What follows belongs to an exercise in optimizing a design on an open flow for small area, a short achievable clock period and few clock cycles per item; a production flow would make more cautious choices. RTL that was checked went through simulation tests only; none was proved equivalent to the original. Power is estimated from default activity; no workload was simulated.

## replacement_selection_run_generator_unit
module replacement_selection_run_generator_unit
#(
    parameter int MAX_N = rsrg_pkg::MAX_ENTRIES
) (
    input  wire logic               i_clk,
    input  wire logic               i_rst_n,
    input  wire logic               i_in_valid,
    output logic                    o_in_ready,
    input  wire rsrg_pkg::t_in_item           i_in_item,
    output logic                    o_out_valid,
    input  wire logic               i_out_ready,
    output rsrg_pkg::t_out_item               o_out_item,
    input  wire logic               i_cfg_we,
    input  wire logic [rsrg_pkg::HSIZE_W-1:0] i_cfg_data
);
Size in the first run: about 8100 cells after synthesis, about 66000 sq um of cells after synthesis.
==> flow/config.mk <==
export PLATFORM = sky130hd
export DESIGN_NAME = replacement_selection_run_generator_unit
export DESIGN_NICKNAME = replacement_selection_run_generator_unit
export VERILOG_FILES = /design/flow/design.v
export SDC_FILE = /design/flow/constraint.sdc
export NUM_CORES = 4
export LEC_CHECK = 0
export CAP_MARGIN = 20
export CORE_MARGIN = 2
export CORE_UTILIZATION = 40
export SETUP_SLACK_MARGIN = 5
export SLEW_MARGIN = 20
==> flow/constraint.sdc <==
create_clock -name core_clock -period 10.0 [get_ports {i_clk}]
set_input_delay 2.0000 -clock core_clock [delete_from_list [all_inputs] [get_ports {i_clk}]]
set_output_delay 2.0000 -clock core_clock [all_outputs]
set_load 0.01 [all_outputs]
run.sh (not shown) runs the stock make flow with config.mk's settings and CLKGATE_MAP_FILE= SYNTH_SCRIPT=/design/flow/synth_recipe.tcl, a recipe that flattens the netlist after the stock synthesis.
Testbench counts at the start, summed over its fixed seeds: cycles 11,736, items 11,216.
Next try:
--- a/flow/design.v
+++ b/flow/design.v
@@ -90,21 +90,20 @@
     logic          r_qfull;    
     logic [N-1:0]  r_d;        
     logic [N-1:0]  r_v;
     logic [N-1:0]  r_m;
     logic [KW-1:0] r_k [0:N-1];
     logic          r_cur;
     logic          r_any;
     logic [5:0]    r_cnt;
     logic [rsrg_pkg::HSIZE_W-1:0] r_hs;
     logic          r_rdy;
-    logic          r_proc, r_shift, r_pmove;
     logic          r_o0v, r_o1v;
     logic [KW+1:0] r_o0, r_o1;
     logic          key_q, fl_q, space;
     logic          do_ins, do_pins, do_rot, proc;
     logic          fl_empty, fl_shift, fl_emit, fl_done;
     logic          shift_all, consume, push, take, p_move;
     logic [KW+1:0] push_data;
     logic [5:0]    n_cnt;
     logic [5:0]    eff;
     assign key_q = r_qv && !r_qop;
@@ -148,25 +147,25 @@
         cls   = r_m ^ {N{cur_n}};
         for (int j = 1; j < N; j++) begin
             if (!r_v[j]) lt[j] = !r_qfull;
             else if (cls_n) lt[j] = !cls[j] || !r_d[j];
             else lt[j] = !cls[j] && !r_d[j];
         end
     end
     logic [N-1:0] sel_nb, sel_new, sel_hold;
     always_comb begin
         for (int i = 0; i < N - 1; i++) begin
-            sel_nb[i]  = r_shift || (r_proc && lt[i + 1]);
-            sel_new[i] = r_proc && lt[i] && !lt[i + 1];
-        end
-        sel_nb[N-1]  = r_shift;
-        sel_new[N-1] = r_proc && lt[N-1];
+            sel_nb[i]  = shift_all || (proc && lt[i + 1]);
+            sel_new[i] = proc && lt[i] && !lt[i + 1];
+        end
+        sel_nb[N-1]  = shift_all;
+        sel_new[N-1] = proc && lt[N-1];
         sel_hold     = ~(sel_nb | sel_new);
     end
     always_ff @(posedge i_clk) begin
         for (int i = 0; i < N; i++) begin
             r_k[i] <= ({KW{sel_hold[i]}} & r_k[i])
                     | ({KW{sel_nb[i]}}   & r_k[(i + 1) % N])
                     | ({KW{sel_new[i]}}  & r_qkey);
             r_m[i] <= (sel_hold[i] & r_m[i])
                     | (sel_nb[i]   & r_m[(i + 1) % N])
                     | (sel_new[i]  & mark_n);
@@ -202,48 +201,37 @@
     assign n_qv    = p_move || (r_qv && !consume);
     assign n_qop   = p_move ? r_pop : r_qop;
     assign n_qfull = p_move ? (n_cnt >= r_peff) : r_qfull;
     always_comb begin
         if (do_ins) n_v0 = (r_cnt == 6'd31);
         else if (do_pins) n_v0 = 1'b1;
         else if (shift_all) n_v0 = r_v[1];
         else n_v0 = r_v[0];
     end
     assign n_o1v = r_o1v ? !i_out_ready : (r_o0v && !i_out_ready && push);
-    logic n_proc, n_shift, n_pmove;
-    assign n_proc  = n_qv && !n_qop && (n_qfull ? (n_v0 && !n_o1v) : !n_v0);
-    assign n_shift = n_qv && (n_qop ? ((n_cnt != 6'd0) && (!n_v0 || !n_o1v))
-                                    : (n_qfull ? !n_v0 : n_v0));
-    assign n_pmove = n_pv && (!n_qv || n_consume);
     assign n_consume = n_qop
         ? ((n_cnt == 6'd0) || ((n_cnt == 6'd1) && n_v0 && !n_o1v))
         : (n_qfull ? (n_v0 && !n_o1v) : !n_v0);
     always_ff @(posedge i_clk) begin
         if (!i_rst_n) begin
             r_pv  <= 1'b0;
             r_qv  <= 1'b0;
             r_cur <= 1'b0;
             r_any <= 1'b0;
             r_cnt <= '0;
             r_hs  <= rsrg_pkg::HSIZE_RESET[rsrg_pkg::HSIZE_W-1:0];
             r_rdy <= 1'b1;
-            r_proc  <= 1'b0;
-            r_shift <= 1'b0;
-            r_pmove <= 1'b0;
             r_o0v <= 1'b0;
             r_o1v <= 1'b0;
         end else begin
             r_cnt <= n_cnt;
             r_rdy <= !n_pv || !n_qv || n_consume;
-            r_proc  <= n_proc;
-            r_shift <= n_shift;
-            r_pmove <= n_pmove;
             if (push) begin
                 r_cur <= r_m[0];
                 r_any <= 1'b1;
             end
             if (fl_done) begin
                 r_cur <= 1'b0;
                 r_any <= 1'b0;
             end
             r_pv <= n_pv;
             r_qv <= n_qv;
@@ -254,26 +242,26 @@
             if (!r_o1v && r_o0v && i_out_ready && !push) r_o0v <= 1'b0;
             if (!r_o0v && push) r_o0v <= 1'b1;
         end
     end
     always_ff @(posedge i_clk) begin
         if (take) begin
             r_pop  <= i_in_item.op;
             r_pkey <= i_in_item.value;
             r_peff <= eff;
         end
-        if (r_pmove) begin
+        if (p_move) begin
             r_qop   <= r_pop;
             r_qkey  <= r_pkey;
             r_qfull <= (n_cnt >= r_peff);
             r_d     <= d_next;
-        end else if (r_shift) begin
+        end else if (shift_all) begin
             r_d <= {r_d[0], r_d[N-1:1]};
         end
         if (r_o1v) begin
             if (i_out_ready) r_o0 <= r_o1;
         end else if (r_o0v) begin
             if (i_out_ready && push) r_o0 <= push_data;
             if (!i_out_ready && push) r_o1 <= push_data;
         end else begin
             if (push) r_o0 <= push_data;
         end
Outcome: The new run completed with no timing, DRC or antenna violations. Global-route usage increases by 0.50 points. Power increases by a few percent. Core utilization increases by 0.28 points. Wire length increases slightly. Combinational power increases by about a fifth. Clock power increases by a few percent. Cell area decreases slightly.
Only the layout flow was run in the second run of this note; the RTL was not checked for function there.

## static timing again, ports no longer ideal
In the flow no input, the clock included, has a driving cell. The finished layouts below were timed again as built, in two steps. Step 1: set_driving_cell puts a clkbuf_16 on i_clk and a buf_2 on each other input, an assumption about the parent block. Step 2 also shifts input and output timing later by t, the mid clock arrival at the registers, as if the neighbouring blocks saw the same clock. Three values: ideal, step 1, step 2; two values: the first two.
| run | t, ns | slack for setup (ns) | clock arrival spread, ns |
|---|---|---|---|
| the first run | 0.887 | 4.971 / 4.971 / 4.971 | 0.070 / 0.070 |
| the second run | 0.885 | 5.293 / 5.293 / 5.293 | 0.036 / 0.036 |
After both steps every run listed still meets setup and hold.
